Background: an optimization exercise with open tools, aiming at small area, a short achievable clock period and few clock cycles. Do not read the settings as production practice. The RTL was checked by simulation tests, not by an equivalence proof against the original design. Power figures rest on the tool's default switching activity, not on a simulated workload.

==> run F <==
Design nice_core_top, start of the top module:
module nice_core_top (
   input  logic                  nice_clk,
   input  logic                  nice_rst_n,
   output logic                  nice_active,
   output logic                  nice_mem_holdup,
   input  logic                  nice_req_valid,
   output logic                  nice_req_ready,
   input  logic [32-1:0] nice_req_inst,
   input  logic [32-1:0] nice_req_rs1,
   input  logic [32-1:0] nice_req_rs2,
   output logic                  nice_rsp_valid,
   input  logic                  nice_rsp_ready,
   output logic [32-1:0] nice_rsp_rdat,
   output logic                  nice_rsp_err,
   output logic                  nice_icb_cmd_valid,
   input  logic                  nice_icb_cmd_ready,
   output logic [32-1:0] nice_icb_cmd_addr,
   output logic                  nice_icb_cmd_read,
   output logic [32-1:0] nice_icb_cmd_wdata,
   input  logic                  nice_icb_rsp_valid,
   output logic                  nice_icb_rsp_ready,
   input  logic [32-1:0] nice_icb_rsp_rdata,
   input  logic                  nice_icb_rsp_err
);
export LEC_CHECK = 0
export CAP_MARGIN = 20
export CORE_MARGIN = 2
export CORE_UTILIZATION = 50
export CTS_CLUSTER_DIAMETER = 100
export CTS_CLUSTER_SIZE = 20
export SETUP_SLACK_MARGIN = 4.4
export SLEW_MARGIN = 20
create_clock -name core_clock -period 8.0 [get_ports {nice_clk}]
standard.sh (not shown) runs the stock make flow with config.mk's settings and CLKGATE_MAP_FILE= SYNTH_SCRIPT=/design/flow/synth_recipe.tcl, a recipe that flattens the netlist after the stock synthesis.
==> flow/flow/run.sh <==
#!/bin/bash
# The standard layout, except that the port buffers are buf_2 cells instead of
# the flow's default choice. Synthesis is the standard one, unchanged.
set -euo pipefail
bash standard.sh synth > synth.log 2>&1
bash standard.sh finish 'BUFFER_PORTS_ARGS=-buffer_cell sky130_fd_sc_hd__buf_2' > layout.log 2>&1
==> inputs of run P, as changes to run F <==
--- a/flow/design.v
+++ b/flow/design.v
@@ -85,17 +85,14 @@
    logic        acc;
    logic        cmd_hsk;
    logic        rsp_fire;
    logic        rsp_hsk;
    logic [7:0]  rdy;         
    logic        cbusy;       
    logic [31:0] r_rd;        
-   logic        rs_wb;       
-   logic        rs_r;        
-   logic [31:0] wb;
    logic [7:0]  csel;        
    logic [31:0] r7;
    assign nice_req_ready = !inflight;
    assign acc            = nice_req_valid && !inflight;
    assign nice_active    = nice_req_valid || inflight;
    assign nice_icb_cmd_valid = mem_busy && !cmd_cnt[3] &&
                                (is_store ? |(csel & rdy) : !cbusy);
@@ -104,15 +101,15 @@
    assign nice_icb_cmd_wdata = r_rd;
    assign nice_icb_rsp_ready = rsp_ok;
    assign cmd_hsk  = nice_icb_cmd_valid && nice_icb_cmd_ready;
    assign rsp_fire = mem_busy && nice_icb_rsp_valid && rsp_ok;
    assign nice_mem_holdup = mem_busy;
    assign nice_rsp_valid  = inflight && (k_ill || mem_done || (k_work && rdy[7]));
    assign nice_rsp_err    = err_r;
-   assign nice_rsp_rdat   = ({32{rs_wb}} & wb) | ({32{rs_r}} & r7);
+   assign nice_rsp_rdat   = k_work ? r7 : 32'h0;
    assign rsp_hsk         = nice_rsp_valid && nice_rsp_ready;
    always_ff @(posedge nice_clk) begin
       if (!nice_rst_n) begin
          inflight <= 1'b0;
          k_work   <= 1'b0;
          k_ill    <= 1'b0;
          mem_busy <= 1'b0;
@@ -157,54 +154,57 @@
          end
       end
    end
    logic [31:0] a_q [8];
    logic [31:0] p_q [8];
    logic [5:0]  la_q [8];    
    logic [5:0]  lp_q [8];
+   logic        wr_a;
+   logic        wr_p;
    function automatic [5:0] lzc32(input [31:0] x);
       integer i;
       begin
          lzc32 = 6'd32;
          for (i = 0; i < 32; i = i + 1) begin
             if (x[i]) lzc32 = 6'd31 - i[5:0];
          end
       end
    endfunction
+   logic [2:0]  offa;
+   logic [2:0]  offp;
    logic [7:0]  a_vld;
    logic [7:0]  p_vld;
    logic        ld_a;
    logic        ld_p;
    logic        rsp_ok;
-   logic [2:0]  ph;
-   logic [2:0]  ph_n;
-   logic        cnt0;
-   logic        cnt0_n;
-   assign ph_n   = (rsp_fire && cnt0) ? 3'd0 : rsp_fire ? ph : ph - 3'd1;
-   assign cnt0_n = acc ? 1'b1 : (rsp_fire ? 1'b0 : cnt0);
-   always_ff @(posedge nice_clk) begin
-      ph     <= ph_n;
-      cnt0   <= cnt0_n;
-      rsp_ok <= (acc ? d_sbuf : is_store) || cnt0_n || (ph_n == 3'd0);
-   end
+   assign rsp_ok = is_store || (rsp_cnt == 3'd0) ||
+                   (3'((to_p ? offp : offa) + rsp_cnt) == 3'd0);
    assign ld_a = rsp_fire && !is_store && !to_p;
    assign ld_p = rsp_fire && !is_store && to_p;
    always_ff @(posedge nice_clk) begin
       for (int i = 0; i < 7; i++) begin
          a_q[i] <= a_q[i+1];
          p_q[i] <= p_q[i+1];
       end
       a_q[7] <= ld_a ? nice_icb_rsp_rdata : a_q[0];
       p_q[7] <= ld_p ? nice_icb_rsp_rdata : p_q[0];
       for (int i = 0; i < 7; i++) begin
-         la_q[i] <= la_q[i+1];
-         lp_q[i] <= lp_q[i+1];
+         if (i != 6) begin
+            la_q[i] <= la_q[i+1];
+            lp_q[i] <= lp_q[i+1];
+         end
       end
-      la_q[7] <= ld_a ? lzc32(nice_icb_rsp_rdata) : la_q[0];
-      lp_q[7] <= ld_p ? lzc32(nice_icb_rsp_rdata) : lp_q[0];
+      la_q[7] <= la_q[0];
+      lp_q[7] <= lp_q[0];
+      la_q[6] <= wr_a ? lzc32(a_q[7]) : la_q[7];
+      lp_q[6] <= wr_p ? lzc32(p_q[7]) : lp_q[7];
+      wr_a    <= ld_a;
+      wr_p    <= ld_p;
+      offa   <= (ld_a && rsp_cnt == 3'd0) ? 3'd7 : offa - 3'd1;
+      offp   <= (ld_p && rsp_cnt == 3'd0) ? 3'd7 : offp - 3'd1;
    end
    always_ff @(posedge nice_clk) begin
       if (!nice_rst_n) begin
          a_vld <= 8'h0;
          p_vld <= 8'h0;
       end else begin
          for (int i = 0; i < 8; i++) begin
@@ -251,71 +251,34 @@
       else if (!load) sela <= {sela[0], sela[7:1]};
       if (ld_p && rsp_cnt == 3'd0) selp <= 8'h40;
       else if (!load) selp <= {selp[0], selp[7:1]};
    end
    always_comb begin
       pa = 32'h0;
       pp = 32'h0;
+      la = 6'd0;
+      lp = 6'd0;
       for (int i = 0; i < 8; i++) begin
          if (sela[i]) pa = pa | a_q[i];
          if (selp[i]) pp = pp | p_q[i];
+         if (sela[i]) la = la | la_q[i];
+         if (selp[i]) lp = lp | lp_q[i];
       end
       if (!pva) pa = 32'h0;
       if (!pvp) pp = 32'h0;
+      if (!pva) la = 6'd32;
+      if (!pvp) lp = 6'd32;
    end
-   logic [7:0]  nsel;
-   logic [7:0]  nsela;
-   logic [7:0]  nselp;
-   logic        sva, svp, nva, nvp;
-   logic [5:0]  sla, slp, nla, nlp;
-   logic [4:0]  sh_r;
-   logic        dir_r;
-   assign nsel  = {psel[6:0], psel[7]};
-   assign nsela = {sela[6:0], sela[7]};
-   assign nselp = {selp[6:0], selp[7]};
-   always_comb begin
-      sva = 1'b0; svp = 1'b0; nva = 1'b0; nvp = 1'b0;
-      sla = 6'd0; slp = 6'd0; nla = 6'd0; nlp = 6'd0;
-      for (int i = 0; i < 8; i++) begin
-         if (psel[i]) begin
-            sva = sva | a_vld[i];
-            svp = svp | p_vld[i];
-         end
-         if (nsel[i]) begin
-            nva = nva | a_vld[i];
-            nvp = nvp | p_vld[i];
-         end
-         if (sela[i])  sla = sla | la_q[i];
-         if (selp[i])  slp = slp | lp_q[i];
-         if (nsela[i]) nla = nla | la_q[i];
-         if (nselp[i]) nlp = nlp | lp_q[i];
-      end
-      if (!sva) sla = 6'd32;
-      if (!svp) slp = 6'd32;
-      if (!nva) nla = 6'd32;
-      if (!nvp) nlp = 6'd32;
-   end
-   logic [4:0]  ssh, nsh;
-   logic        sdir, ndir;
-   assign ssh  = 5'(slp - sla);
-   assign nsh  = 5'(nlp - nla);
-   assign sdir = slp[5] || (sla > slp);
-   assign ndir = nlp[5] || (nla > nlp);
-   always_ff @(posedge nice_clk) begin
-      sh_r  <= load ? nsh : ssh;
-      dir_r <= !nice_rst_n || (load ? ndir : sdir);
-   end
-   assign direct = dir_r;
-   assign sh     = sh_r;
+   assign direct = lp[5] || (la > lp);
+   assign sh     = 5'(lp - la);
    assign d0     = pp << sh;
    logic        ubusy;
    logic [4:0]  ucnt;        
    logic [31:0] urem;
    logic [31:0] ud;
-   logic [33:0] udx;
    logic [2:0]  uk;
    logic        ufin;
    logic [31:0] unext;
    logic [33:0] e1;
    logic [33:0] e2;
    logic [33:0] e3;
    logic        two;
@@ -326,16 +289,16 @@
    logic [33:0] cs_b;
    logic [33:0] cs_c;
    logic [33:0] cs_s;
    logic [33:0] cs_k;
    assign cs_a = {2'b0, urem};
    assign cs_b = ~{2'b0, ud};
    assign cs_c = ~{3'b0, ud[31:1]};
-   assign cs_s = cs_a ^ udx;
-   assign cs_k = (cs_a & (cs_b | cs_c)) | (cs_b & cs_c);
+   assign cs_s = cs_a ^ cs_b ^ cs_c;
+   assign cs_k = (cs_a & cs_b) | (cs_a & cs_c) | (cs_b & cs_c);
    assign e3  = cs_s - ~{cs_k[32:0], 1'b1};
    always_comb begin
       if (two && !e3[33])      unext = e3[31:0];
       else if (!e2[33])        unext = e2[31:0];
       else if (two && !e1[33]) unext = e1[31:0];
       else                     unext = urem;
    end
@@ -351,21 +314,19 @@
          ubusy <= 1'b0;
       end
    end
    always_ff @(posedge nice_clk) begin
       if (uld) begin
          urem <= pa;
          ud   <= direct ? 32'h0 : d0;
-         udx  <= direct ? 34'h0 : {2'b0, d0 ^ {1'b0, d0[31:1]}};
          ucnt <= direct ? 5'd0 : sh;
          uk   <= pk;
       end else begin
          urem <= unext;
          ud   <= ud >> STEPS;
-         udx  <= udx >> STEPS;
          ucnt <= ucnt - 5'(STEPS);
       end
    end
    always_ff @(posedge nice_clk) begin
       if (!nice_rst_n) begin
          psel <= 8'h80;
          pend <= 1'b0;
@@ -377,74 +338,32 @@
          pend <= psel[6];
       end else if (!cbusy) begin
          psel <= 8'h80;
       end
    end
    logic [31:0] r_mem [8];
    logic [7:0]  r_vld;
-   logic [2:0]  wk;
-   logic        wv;
-   logic [7:0]  wsel;
    always_ff @(posedge nice_clk) begin
-      wb <= unext;
-      wk <= uk;
       for (int i = 0; i < 8; i++) begin
-         if (wsel[i]) r_mem[i] <= wb;
-      end
-   end
-   logic [7:0]  wsel_n;
-   logic [7:0]  csel_n;
-   logic        fw;          
-   logic [7:0]  rsel;        
-   always_comb begin
-      for (int i = 0; i < 8; i++) wsel_n[i] = ufin && (uk == i);
-   end
-   assign csel_n = cmd_hsk ? {csel[6:0], csel[7]} : csel;
-   always_ff @(posedge nice_clk) begin
-      if (!nice_rst_n) begin
-         wv   <= 1'b0;
-         wsel <= 8'h0;
-         fw   <= 1'b0;
-      end else begin
-         wv   <= ufin;
-         wsel <= wsel_n;
-         fw   <= fw_n;
+         if (ufin && uk == i) r_mem[i] <= unext;
       end
    end
    always_ff @(posedge nice_clk) begin
       if (!nice_rst_n) begin
          r_vld <= 8'h0;
          rdy   <= 8'hff;
       end else begin
          for (int i = 0; i < 8; i++) begin
             if (start) rdy[i] <= 1'b0;
             else if (ufin && uk == i) rdy[i] <= 1'b1;
-            if (wsel[i]) r_vld[i] <= 1'b1;
+            if (ufin && uk == i) r_vld[i] <= 1'b1;
          end
       end
    end
    always_comb begin
       r_rd = 32'h0;
       for (int i = 0; i < 8; i++) begin
-         if (rsel[i]) r_rd = r_rd | r_mem[i];
+         if (csel[i] && r_vld[i]) r_rd = r_rd | r_mem[i];
       end
-      if (fw) r_rd = r_rd | wb;
    end
    assign r7 = r_mem[7];
-   logic        k_work_n;
-   logic [7:0]  r_vld_n;
-   logic        fw_n;
-   assign k_work_n = acc ? d_work : (rsp_hsk ? 1'b0 : k_work);
-   assign r_vld_n  = r_vld | wsel;
-   assign fw_n     = |(csel_n & wsel_n);
-   always_ff @(posedge nice_clk) begin
-      if (!nice_rst_n) begin
-         rs_wb <= 1'b0;
-         rs_r  <= 1'b0;
-         rsel  <= 8'h0;
-      end else begin
-         rs_wb <= k_work_n && wsel_n[7];
-         rs_r  <= k_work_n && !wsel_n[7];
-         rsel  <= csel_n & r_vld_n & {8{!fw_n}};
-      end
-   end
 endmodule
==> flow/run.sh (new file) <==
#!/bin/bash
# synth_recipe.tcl (not shown) runs the flow's synth.tcl, then flattens the netlist and writes it again
# the make line also repeats each setting of config.mk as NAME=value (left out here)
make -C /OpenROAD-flow-scripts/flow DESIGN_CONFIG=/design/flow/config.mk WORK_HOME=/design/flow/orfs CLKGATE_MAP_FILE= SYNTH_SCRIPT=/design/flow/synth_recipe.tcl finish
CORE_UTILIZATION = 40   (was 50)
CTS_CLUSTER_DIAMETER = unset   (was 100)
CTS_CLUSTER_SIZE = unset   (was 20)
SETUP_SLACK_MARGIN = 4.0   (was 4.4)
removed: flow/flow/run.sh
removed: flow/standard.sh
==> inputs of run G, as changes to run F <==
--- a/flow/design.v
+++ b/flow/design.v
@@ -85,17 +85,14 @@
    logic        acc;
    logic        cmd_hsk;
    logic        rsp_fire;
    logic        rsp_hsk;
    logic [7:0]  rdy;         
    logic        cbusy;       
    logic [31:0] r_rd;        
-   logic        rs_wb;       
-   logic        rs_r;        
-   logic [31:0] wb;
    logic [7:0]  csel;        
    logic [31:0] r7;
    assign nice_req_ready = !inflight;
    assign acc            = nice_req_valid && !inflight;
    assign nice_active    = nice_req_valid || inflight;
    assign nice_icb_cmd_valid = mem_busy && !cmd_cnt[3] &&
                                (is_store ? |(csel & rdy) : !cbusy);
@@ -104,15 +101,15 @@
    assign nice_icb_cmd_wdata = r_rd;
    assign nice_icb_rsp_ready = rsp_ok;
    assign cmd_hsk  = nice_icb_cmd_valid && nice_icb_cmd_ready;
    assign rsp_fire = mem_busy && nice_icb_rsp_valid && rsp_ok;
    assign nice_mem_holdup = mem_busy;
    assign nice_rsp_valid  = inflight && (k_ill || mem_done || (k_work && rdy[7]));
    assign nice_rsp_err    = err_r;
-   assign nice_rsp_rdat   = ({32{rs_wb}} & wb) | ({32{rs_r}} & r7);
+   assign nice_rsp_rdat   = k_work ? r7 : 32'h0;
    assign rsp_hsk         = nice_rsp_valid && nice_rsp_ready;
    always_ff @(posedge nice_clk) begin
       if (!nice_rst_n) begin
          inflight <= 1'b0;
          k_work   <= 1'b0;
          k_ill    <= 1'b0;
          mem_busy <= 1'b0;
@@ -157,14 +154,16 @@
          end
       end
    end
    logic [31:0] a_q [8];
    logic [31:0] p_q [8];
    logic [5:0]  la_q [8];    
    logic [5:0]  lp_q [8];
+   logic        wr_a;
+   logic        wr_p;
    function automatic [5:0] lzc32(input [31:0] x);
       integer i;
       begin
          lzc32 = 6'd32;
          for (i = 0; i < 32; i = i + 1) begin
             if (x[i]) lzc32 = 6'd31 - i[5:0];
          end
@@ -192,19 +191,25 @@
       for (int i = 0; i < 7; i++) begin
          a_q[i] <= a_q[i+1];
          p_q[i] <= p_q[i+1];
       end
       a_q[7] <= ld_a ? nice_icb_rsp_rdata : a_q[0];
       p_q[7] <= ld_p ? nice_icb_rsp_rdata : p_q[0];
       for (int i = 0; i < 7; i++) begin
-         la_q[i] <= la_q[i+1];
-         lp_q[i] <= lp_q[i+1];
+         if (i != 6) begin
+            la_q[i] <= la_q[i+1];
+            lp_q[i] <= lp_q[i+1];
+         end
       end
-      la_q[7] <= ld_a ? lzc32(nice_icb_rsp_rdata) : la_q[0];
-      lp_q[7] <= ld_p ? lzc32(nice_icb_rsp_rdata) : lp_q[0];
+      la_q[7] <= la_q[0];
+      lp_q[7] <= lp_q[0];
+      la_q[6] <= wr_a ? lzc32(a_q[7]) : la_q[7];
+      lp_q[6] <= wr_p ? lzc32(p_q[7]) : lp_q[7];
+      wr_a    <= ld_a;
+      wr_p    <= ld_p;
    end
    always_ff @(posedge nice_clk) begin
       if (!nice_rst_n) begin
          a_vld <= 8'h0;
          p_vld <= 8'h0;
       end else begin
          for (int i = 0; i < 8; i++) begin
@@ -251,71 +256,34 @@
       else if (!load) sela <= {sela[0], sela[7:1]};
       if (ld_p && rsp_cnt == 3'd0) selp <= 8'h40;
       else if (!load) selp <= {selp[0], selp[7:1]};
    end
    always_comb begin
       pa = 32'h0;
       pp = 32'h0;
+      la = 6'd0;
+      lp = 6'd0;
       for (int i = 0; i < 8; i++) begin
          if (sela[i]) pa = pa | a_q[i];
          if (selp[i]) pp = pp | p_q[i];
+         if (sela[i]) la = la | la_q[i];
+         if (selp[i]) lp = lp | lp_q[i];
       end
       if (!pva) pa = 32'h0;
       if (!pvp) pp = 32'h0;
+      if (!pva) la = 6'd32;
+      if (!pvp) lp = 6'd32;
    end
-   logic [7:0]  nsel;
-   logic [7:0]  nsela;
-   logic [7:0]  nselp;
-   logic        sva, svp, nva, nvp;
-   logic [5:0]  sla, slp, nla, nlp;
-   logic [4:0]  sh_r;
-   logic        dir_r;
-   assign nsel  = {psel[6:0], psel[7]};
-   assign nsela = {sela[6:0], sela[7]};
-   assign nselp = {selp[6:0], selp[7]};
-   always_comb begin
-      sva = 1'b0; svp = 1'b0; nva = 1'b0; nvp = 1'b0;
-      sla = 6'd0; slp = 6'd0; nla = 6'd0; nlp = 6'd0;
-      for (int i = 0; i < 8; i++) begin
-         if (psel[i]) begin
-            sva = sva | a_vld[i];
-            svp = svp | p_vld[i];
-         end
-         if (nsel[i]) begin
-            nva = nva | a_vld[i];
-            nvp = nvp | p_vld[i];
-         end
-         if (sela[i])  sla = sla | la_q[i];
-         if (selp[i])  slp = slp | lp_q[i];
-         if (nsela[i]) nla = nla | la_q[i];
-         if (nselp[i]) nlp = nlp | lp_q[i];
-      end
-      if (!sva) sla = 6'd32;
-      if (!svp) slp = 6'd32;
-      if (!nva) nla = 6'd32;
-      if (!nvp) nlp = 6'd32;
-   end
-   logic [4:0]  ssh, nsh;
-   logic        sdir, ndir;
-   assign ssh  = 5'(slp - sla);
-   assign nsh  = 5'(nlp - nla);
-   assign sdir = slp[5] || (sla > slp);
-   assign ndir = nlp[5] || (nla > nlp);
-   always_ff @(posedge nice_clk) begin
-      sh_r  <= load ? nsh : ssh;
-      dir_r <= !nice_rst_n || (load ? ndir : sdir);
-   end
-   assign direct = dir_r;
-   assign sh     = sh_r;
+   assign direct = lp[5] || (la > lp);
+   assign sh     = 5'(lp - la);
    assign d0     = pp << sh;
    logic        ubusy;
    logic [4:0]  ucnt;        
    logic [31:0] urem;
    logic [31:0] ud;
-   logic [33:0] udx;
    logic [2:0]  uk;
    logic        ufin;
    logic [31:0] unext;
    logic [33:0] e1;
    logic [33:0] e2;
    logic [33:0] e3;
    logic        two;
@@ -326,16 +294,16 @@
    logic [33:0] cs_b;
    logic [33:0] cs_c;
    logic [33:0] cs_s;
    logic [33:0] cs_k;
    assign cs_a = {2'b0, urem};
    assign cs_b = ~{2'b0, ud};
    assign cs_c = ~{3'b0, ud[31:1]};
-   assign cs_s = cs_a ^ udx;
-   assign cs_k = (cs_a & (cs_b | cs_c)) | (cs_b & cs_c);
+   assign cs_s = cs_a ^ cs_b ^ cs_c;
+   assign cs_k = (cs_a & cs_b) | (cs_a & cs_c) | (cs_b & cs_c);
    assign e3  = cs_s - ~{cs_k[32:0], 1'b1};
    always_comb begin
       if (two && !e3[33])      unext = e3[31:0];
       else if (!e2[33])        unext = e2[31:0];
       else if (two && !e1[33]) unext = e1[31:0];
       else                     unext = urem;
    end
@@ -351,21 +319,19 @@
          ubusy <= 1'b0;
       end
    end
    always_ff @(posedge nice_clk) begin
       if (uld) begin
          urem <= pa;
          ud   <= direct ? 32'h0 : d0;
-         udx  <= direct ? 34'h0 : {2'b0, d0 ^ {1'b0, d0[31:1]}};
          ucnt <= direct ? 5'd0 : sh;
          uk   <= pk;
       end else begin
          urem <= unext;
          ud   <= ud >> STEPS;
-         udx  <= udx >> STEPS;
          ucnt <= ucnt - 5'(STEPS);
       end
    end
    always_ff @(posedge nice_clk) begin
       if (!nice_rst_n) begin
          psel <= 8'h80;
          pend <= 1'b0;
@@ -377,41 +343,41 @@
          pend <= psel[6];
       end else if (!cbusy) begin
          psel <= 8'h80;
       end
    end
    logic [31:0] r_mem [8];
    logic [7:0]  r_vld;
+   logic [31:0] wb;
    logic [2:0]  wk;
    logic        wv;
    logic [7:0]  wsel;
    always_ff @(posedge nice_clk) begin
       wb <= unext;
       wk <= uk;
       for (int i = 0; i < 8; i++) begin
          if (wsel[i]) r_mem[i] <= wb;
       end
    end
    logic [7:0]  wsel_n;
    logic [7:0]  csel_n;
    logic        fw;          
-   logic [7:0]  rsel;        
    always_comb begin
       for (int i = 0; i < 8; i++) wsel_n[i] = ufin && (uk == i);
    end
    assign csel_n = cmd_hsk ? {csel[6:0], csel[7]} : csel;
    always_ff @(posedge nice_clk) begin
       if (!nice_rst_n) begin
          wv   <= 1'b0;
          wsel <= 8'h0;
          fw   <= 1'b0;
       end else begin
          wv   <= ufin;
          wsel <= wsel_n;
-         fw   <= fw_n;
+         fw   <= |(csel_n & wsel_n);
       end
    end
    always_ff @(posedge nice_clk) begin
       if (!nice_rst_n) begin
          r_vld <= 8'h0;
          rdy   <= 8'hff;
       end else begin
@@ -421,30 +387,13 @@
             if (wsel[i]) r_vld[i] <= 1'b1;
          end
       end
    end
    always_comb begin
       r_rd = 32'h0;
       for (int i = 0; i < 8; i++) begin
-         if (rsel[i]) r_rd = r_rd | r_mem[i];
-      end
-      if (fw) r_rd = r_rd | wb;
-   end
-   assign r7 = r_mem[7];
-   logic        k_work_n;
-   logic [7:0]  r_vld_n;
-   logic        fw_n;
-   assign k_work_n = acc ? d_work : (rsp_hsk ? 1'b0 : k_work);
-   assign r_vld_n  = r_vld | wsel;
-   assign fw_n     = |(csel_n & wsel_n);
-   always_ff @(posedge nice_clk) begin
-      if (!nice_rst_n) begin
-         rs_wb <= 1'b0;
-         rs_r  <= 1'b0;
-         rsel  <= 8'h0;
-      end else begin
-         rs_wb <= k_work_n && wsel_n[7];
-         rs_r  <= k_work_n && !wsel_n[7];
-         rsel  <= csel_n & r_vld_n & {8{!fw_n}};
+         if (csel[i] && r_vld[i]) r_rd = r_rd | r_mem[i];
       end
+      if (fw) r_rd = wb;
    end
+   assign r7 = wsel[7] ? wb : r_mem[7];
 endmodule
==> flow/run.sh (new file) <==
#!/bin/bash
# synth_recipe.tcl (not shown) runs the flow's synth.tcl, then flattens the netlist and writes it again
# the make line also repeats each setting of config.mk as NAME=value (left out here)
make -C /OpenROAD-flow-scripts/flow DESIGN_CONFIG=/design/flow/config.mk WORK_HOME=/design/flow/orfs CLKGATE_MAP_FILE= SYNTH_SCRIPT=/design/flow/synth_recipe.tcl finish
CORE_UTILIZATION = 40   (was 50)
CTS_BUF_LIST = sky130_fd_sc_hd__clkbuf_4 sky130_fd_sc_hd__clkbuf_8   (was unset)
CTS_CLUSTER_DIAMETER = unset   (was 100)
CTS_CLUSTER_SIZE = 25   (was 20)
SETUP_SLACK_MARGIN = 4.2   (was 4.4)
removed: flow/flow/run.sh
removed: flow/standard.sh
==> results by group <==
Layout
  • Area occupied by multi-input gates: 19,100 um^2
  • Post-Layout Cell Count: 5,787
  • FFs & Latches: 1,097

Power and ir drop
  • Seq group: around 5.7 mW
  • Power per cell area: 205 nW/um^2

Status
  • Status: timing/DRC/antenna clean

GRT
  • Initial antenna violation count: 3

Synth
  • Simple-Gate Fraction of Synth Area: a little under a tenth
  • Post-Syn Nets: 4,165

Clock tree
  • Postcts setup bufs: 79

Detailed routing
  • Drt first-iter violations: between 2,000 and 3,000

Timing
  • Final setup margin: 4.01 ns

Critical path
  • WP data arrival: 2.39 ns

Place
  • Place WS: 2.82 ns
[end of results for run G]
==> results by group <==
Detailed routing
  • Met2 routed WL: 59.8 mm
  • Drt first-iter violations: approximately 2,800

Clock tree
  • Clk root buf: clkbuf_16
  • Postcts setup bufs: 20
  • TritonCTS Buffers: 103

GRT
  • Initial antenna violation count: 3

Layout
  • FFs & Latches: roughly 1,100
  • Area occupied by multi-input gates: 18,000 um^2
  • Post-Layout Cell Count: 5,499

Timing
  • Final setup margin: approximately 3.8 ns

Power and ir drop
  • Seq group: between 5 and 6 mW

Worst hold path
  • Worst Hold Launch: a_q[5][26]$_DFF_P_

Synth
  • Post-synth EDFFs: about 300
  • Post-Syn Nets: around 4,000
  • Simple-Gate Fraction of Synth Area: between 10 and 15%

Critical path
  • Crit end category: output pin
  • WP data arrival: 2.58 ns

Status
  • Status: timing/DRC/antenna clean
[end of results for run P]
==> results by group <==
Layout
  • Area occupied by multi-input gates: 19,100 um^2
  • Post-Layout Cell Count: 5,550
  • FFs & Latches: ~1,100

Status
  • Status: timing/DRC/antenna clean

Detailed routing
  • Met2 routed WL: 61.2 mm
  • Drt first-iter violations: 3,235

GRT
  • Initial antenna violation count: 10

Critical path
  • WP data arrival: 4.17 ns

Power and ir drop
  • Seq group: ~6 mW

Place
  • Place WS: between 3 and 4 ns

Clock tree
  • Postcts setup bufs: 12
[end of results for run F]
Testbench counts of run F, summed over its fixed seeds: cycles 4,928.
Testbench counts of run P, summed over its fixed seeds: cycles 4,928.
Testbench counts of run G, summed over its fixed seeds: cycles 4,928.

separate check: timing with driven ports:
In the flow no input, the clock included, has a driving cell. The finished layouts below were timed again as built, in two steps.
Step 1 (the two cells are an assumption about what drives the block):
set clk [get_ports {nice_clk}]
set_driving_cell -lib_cell sky130_fd_sc_hd__clkbuf_16 $clk
set_driving_cell -lib_cell sky130_fd_sc_hd__buf_2 [delete_from_list [all_inputs] $clk]
Step 2 times the ports against the registers' clock, not the clock port: input delays grow and output delays shrink by t, the midpoint of the rising clock arrivals with the driver on.
a / b / c = no drivers / after step 1 / after step 2; a / b = the first two.
run | t, ns | slack for setup (ns) | worst register clock-pin slew, ns
run F | 0.707 | 4.327 / 4.277 / 4.024 | 0.09 / 0.09
run P | 0.753 | 3.822 / 3.756 / 3.714 | 0.08 / 0.08
run G | 0.897 | 4.010 / 3.943 / 3.583 | 0.08 / 0.08
After both steps setup and hold are still met in every run listed. The setup slack of run G, which loses most, moves by -0.067 ns with the drivers and by -0.427 ns with both steps.
